What follows belongs to an exercise in optimizing a design on an open flow for small area; a production flow would make more cautious choices. The RTL was checked by simulation tests, not by an equivalence proof against the original design. No activity file was given, so power comes from the tool's default toggle rates.

## run 1
## memoria_dados
module memoria_dados
(
  input  logic                     clock,
  input  logic                     reset_n,
  input  logic                     permisao_escrita,
  input  logic                     permisao_leitura,
  input  memoria_dados_pkg::addr_t endereco,
  input  memoria_dados_pkg::word_t dado_escrita,
  output memoria_dados_pkg::word_t dado_leitura
);
export LEC_CHECK = 0
export CAP_MARGIN = 20
export CORE_MARGIN = 2
export CORE_UTILIZATION = 60
export CTS_BUF_LIST = sky130_fd_sc_hd__clkbuf_8
export CTS_CLUSTER_DIAMETER = 80
export CTS_CLUSTER_SIZE = 16
export PLACE_DENSITY = 0.75
export SLEW_MARGIN = 20
export SYNTH_HIERARCHICAL = 1
export SYNTH_MINIMUM_KEEP_SIZE = 0
create_clock -name core_clock -period 12.0 [get_ports {clock}]
standard.sh (not shown) runs the stock make flow with config.mk's settings and CLKGATE_MAP_FILE= SYNTH_SCRIPT=/design/flow/synth_recipe.tcl, a recipe that flattens the netlist after the stock synthesis.
==> flow/flow/run.sh <==
#!/bin/bash
# The standard layout (the standard.sh: standard synthesis, floorplan,
# placement, CTS, routing), with two changes:
#  - port buffers are buf_1 cells instead of the resizer's default choice;
#  - CTS keeps the clustering of config.mk but inserts no dummy loads.
# Each tool's full output stays in the ORFS logs under orfs/logs; make's own
# output goes to standard.log in this folder.
set -euo pipefail
export BUFFER_PORTS_ARGS="-buffer_cell sky130_fd_sc_hd__buf_1"
export CTS_ARGS="-sink_clustering_enable -repair_clock_nets -sink_clustering_size 16 -sink_clustering_max_diameter 80 -buf_list sky130_fd_sc_hd__clkbuf_8 -dont_use_dummy_load"
bash standard.sh finish > standard.log 2>&1
What run 2 does differently from run 1 at the input level:
Settings: CAP_MARGIN now 30, was 20.
==> summary.txt <==
Run 2 against run 1: time the worst path needs with I/O delays and setup saw a decrease, switching portion of total power saw little to no change, remaining global-route overflow saw little to no change.
[compare] base=run 1 new=run 2: sequential share of layout area shrank by 0.24 points, final instance area climbed about 0.4%, total power flat.
Run 2 vs run 1: number of non-clock buffers in the layout up by more than a quarter
[compare] base=run 1 new=run 2: worst setup slack increased 130 ps; post-detailed-placement half-perimeter wirelength increased about 0.9%.
Run 2 vs. run 1: routed metal-1 wire length increased by 530 um relative to the old numbers; final cell count picked up an extra 32.
What run 3 does differently from run 2 at the input level:
Settings: SLEW_MARGIN changed from 20 to 10; CAP_MARGIN changed from 30 to 20; CTS_CLUSTER_SIZE changed from 16 to 18.
--- a/flow/flow/run.sh
+++ b/flow/flow/run.sh
@@ -10 +10 @@
-export CTS_ARGS="-sink_clustering_enable -repair_clock_nets -sink_clustering_size 16 -sink_clustering_max_diameter 80 -buf_list sky130_fd_sc_hd__clkbuf_8 -dont_use_dummy_load"
+export CTS_ARGS="-sink_clustering_enable -repair_clock_nets -sink_clustering_size 18 -sink_clustering_max_diameter 80 -buf_list sky130_fd_sc_hd__clkbuf_8 -dont_use_dummy_load"
First-iteration DRC count is lower on run 2
The lower post-route worst setup slack came out of run 3.
End-of-flow core utilization for run 3: 0.42 points down relative to run 2
The total of fill cells in the finished design of run 2 and that of run 3 are within noise of each other.
On first-pass GRT wire length, run 3 and run 2 are neck and neck.
Comparing run 3 against run 2, there is no change at all in vertical extent of the die.
Between run 3 and run 2, the difference in routed wire length is negligible.
Input changes introduced in run 4 (baseline for comparison: run 3):
Settings: CAP_MARGIN now 30, was 20; SLEW_MARGIN now 20, was 10; CTS_CLUSTER_SIZE now 16, was 18.
==> flow/run.sh (new file) <==
#!/bin/bash
# synth_recipe.tcl (not shown) runs the flow's synth.tcl, then flattens the netlist and writes it again
# the make line also repeats each setting of config.mk as NAME=value (left out here)
make -C /OpenROAD-flow-scripts/flow DESIGN_CONFIG=/design/flow/config.mk WORK_HOME=/design/flow/orfs CLKGATE_MAP_FILE= SYNTH_SCRIPT=/design/flow/synth_recipe.tcl finish
removed: flow/flow/run.sh
removed: flow/standard.sh
### Flow results
Diff run 3 -> run 4 | maximum clock frequency | decrease of 6.2%. Compared with run 3, in run 4 sum of met2 wire segment lengths after detailed routing has decreased, least setup slack across all paths after layout went down by 650 ps.
--- input diff run 4..run 5 ---
Settings: a change of CTS_CLUSTER_SIZE from 16 to 18; a change of CAP_MARGIN from 30 to 15.
==> flow/flow/run.sh (new file) <==
#!/bin/bash
# The standard layout (the standard.sh: standard synthesis, floorplan,
# placement, CTS, routing), with two changes:
#  - port buffers are buf_1 cells instead of the resizer's default choice;
#  - CTS keeps the clustering of config.mk but inserts no dummy loads.
# Each tool's full output stays in the ORFS logs under orfs/logs; make's own
# output goes to standard.log in this folder.
set -euo pipefail
export BUFFER_PORTS_ARGS="-buffer_cell sky130_fd_sc_hd__buf_1"
export CTS_ARGS="-sink_clustering_enable -repair_clock_nets -sink_clustering_size 18 -sink_clustering_max_diameter 80 -buf_list sky130_fd_sc_hd__clkbuf_8 -dont_use_dummy_load"
bash standard.sh finish > standard.log 2>&1
==> flow/standard.sh (new file) <==
#!/bin/bash
# synth_recipe.tcl (not shown) runs the flow's synth.tcl, then flattens the netlist and writes it again
# the make line also repeats each setting of config.mk as NAME=value (left out here)
make -C /OpenROAD-flow-scripts/flow DESIGN_CONFIG=/design/flow/config.mk WORK_HOME=/design/flow/orfs CLKGATE_MAP_FILE= SYNTH_SCRIPT=/design/flow/synth_recipe.tcl "${@:-finish}"
removed: flow/run.sh
### Flow results
Relative to run 4, the final-stage net count of run 5 is lower by 36.
Side by side, total power of the final layout turned out lower in run 5 than in run 4.
Fraction of area in multi-input gates: run 5 and run 4 compared, higher one is run 5
Run 5: proportion of power drawn by combinational gates higher than run 4
dado_leitura[11] as the worst setup path endpoint was reported by run 4, and dado_leitura[3] by run 5.
A most crowded layer after global routing of met2 is what run 5 shows, while met1 belongs to run 4.
Run 5 vs run 4: setup slack up in run 5
Run 5 reports a higher number of vias in the routed layout than run 4 does.
Run 5 -> run 4: flip-flop and latch count delta 0, exact match
Standby leakage power | run 5 below run 4
Full die area essentially unchanged between run 4 and run 5.
On pre-CTS setup slack: run 5 sits above run 4.
Run 5 vs. run 4: via count of the first global-routing pass went up by about 0.7%.

## afterwards: timing with drivers on the ports
No port has a modelled driver above. Below, the same layouts with a new extraction and two added sets of constraints.
Step 1: set_driving_cell puts a clkbuf_16 on clock and a buf_2 on each other input, an assumption about the parent block.
Step 2, shift: input delay + t, output delay - t, t = (earliest + latest rising clock arrival at the registers) / 2. This alone moves slack from input paths to output paths.
Slacks: ideal / step 1 / step 2; pairs: ideal / step 1.
run | shift t [ns] | setup slack, ns | worst setup path at the end | worst register clock-pin slew, ns | pins driven straight from the clock port
run 1 | 0.939 | 2.150 / 2.095 / 2.095 | input to output | 0.10 / 0.10 | 1
run 2 | 0.921 | 2.283 / 2.169 / 2.169 | input to output | 0.11 / 0.11 | 1
run 3 | 0.900 | 2.174 / 2.115 / 2.115 | input to output | 0.12 / 0.12 | 1
run 4 | 0.940 | 1.526 / 1.499 / 1.499 | input to output | 0.11 / 0.11 | 1
run 5 | 0.920 | 2.019 / 1.965 / 1.965 | input to output | 0.12 / 0.12 | 1
After both steps every run listed still meets setup and hold. The setup slack of run 2, which loses most, moves by -0.114 ns with the drivers and by -0.114 ns with both steps.
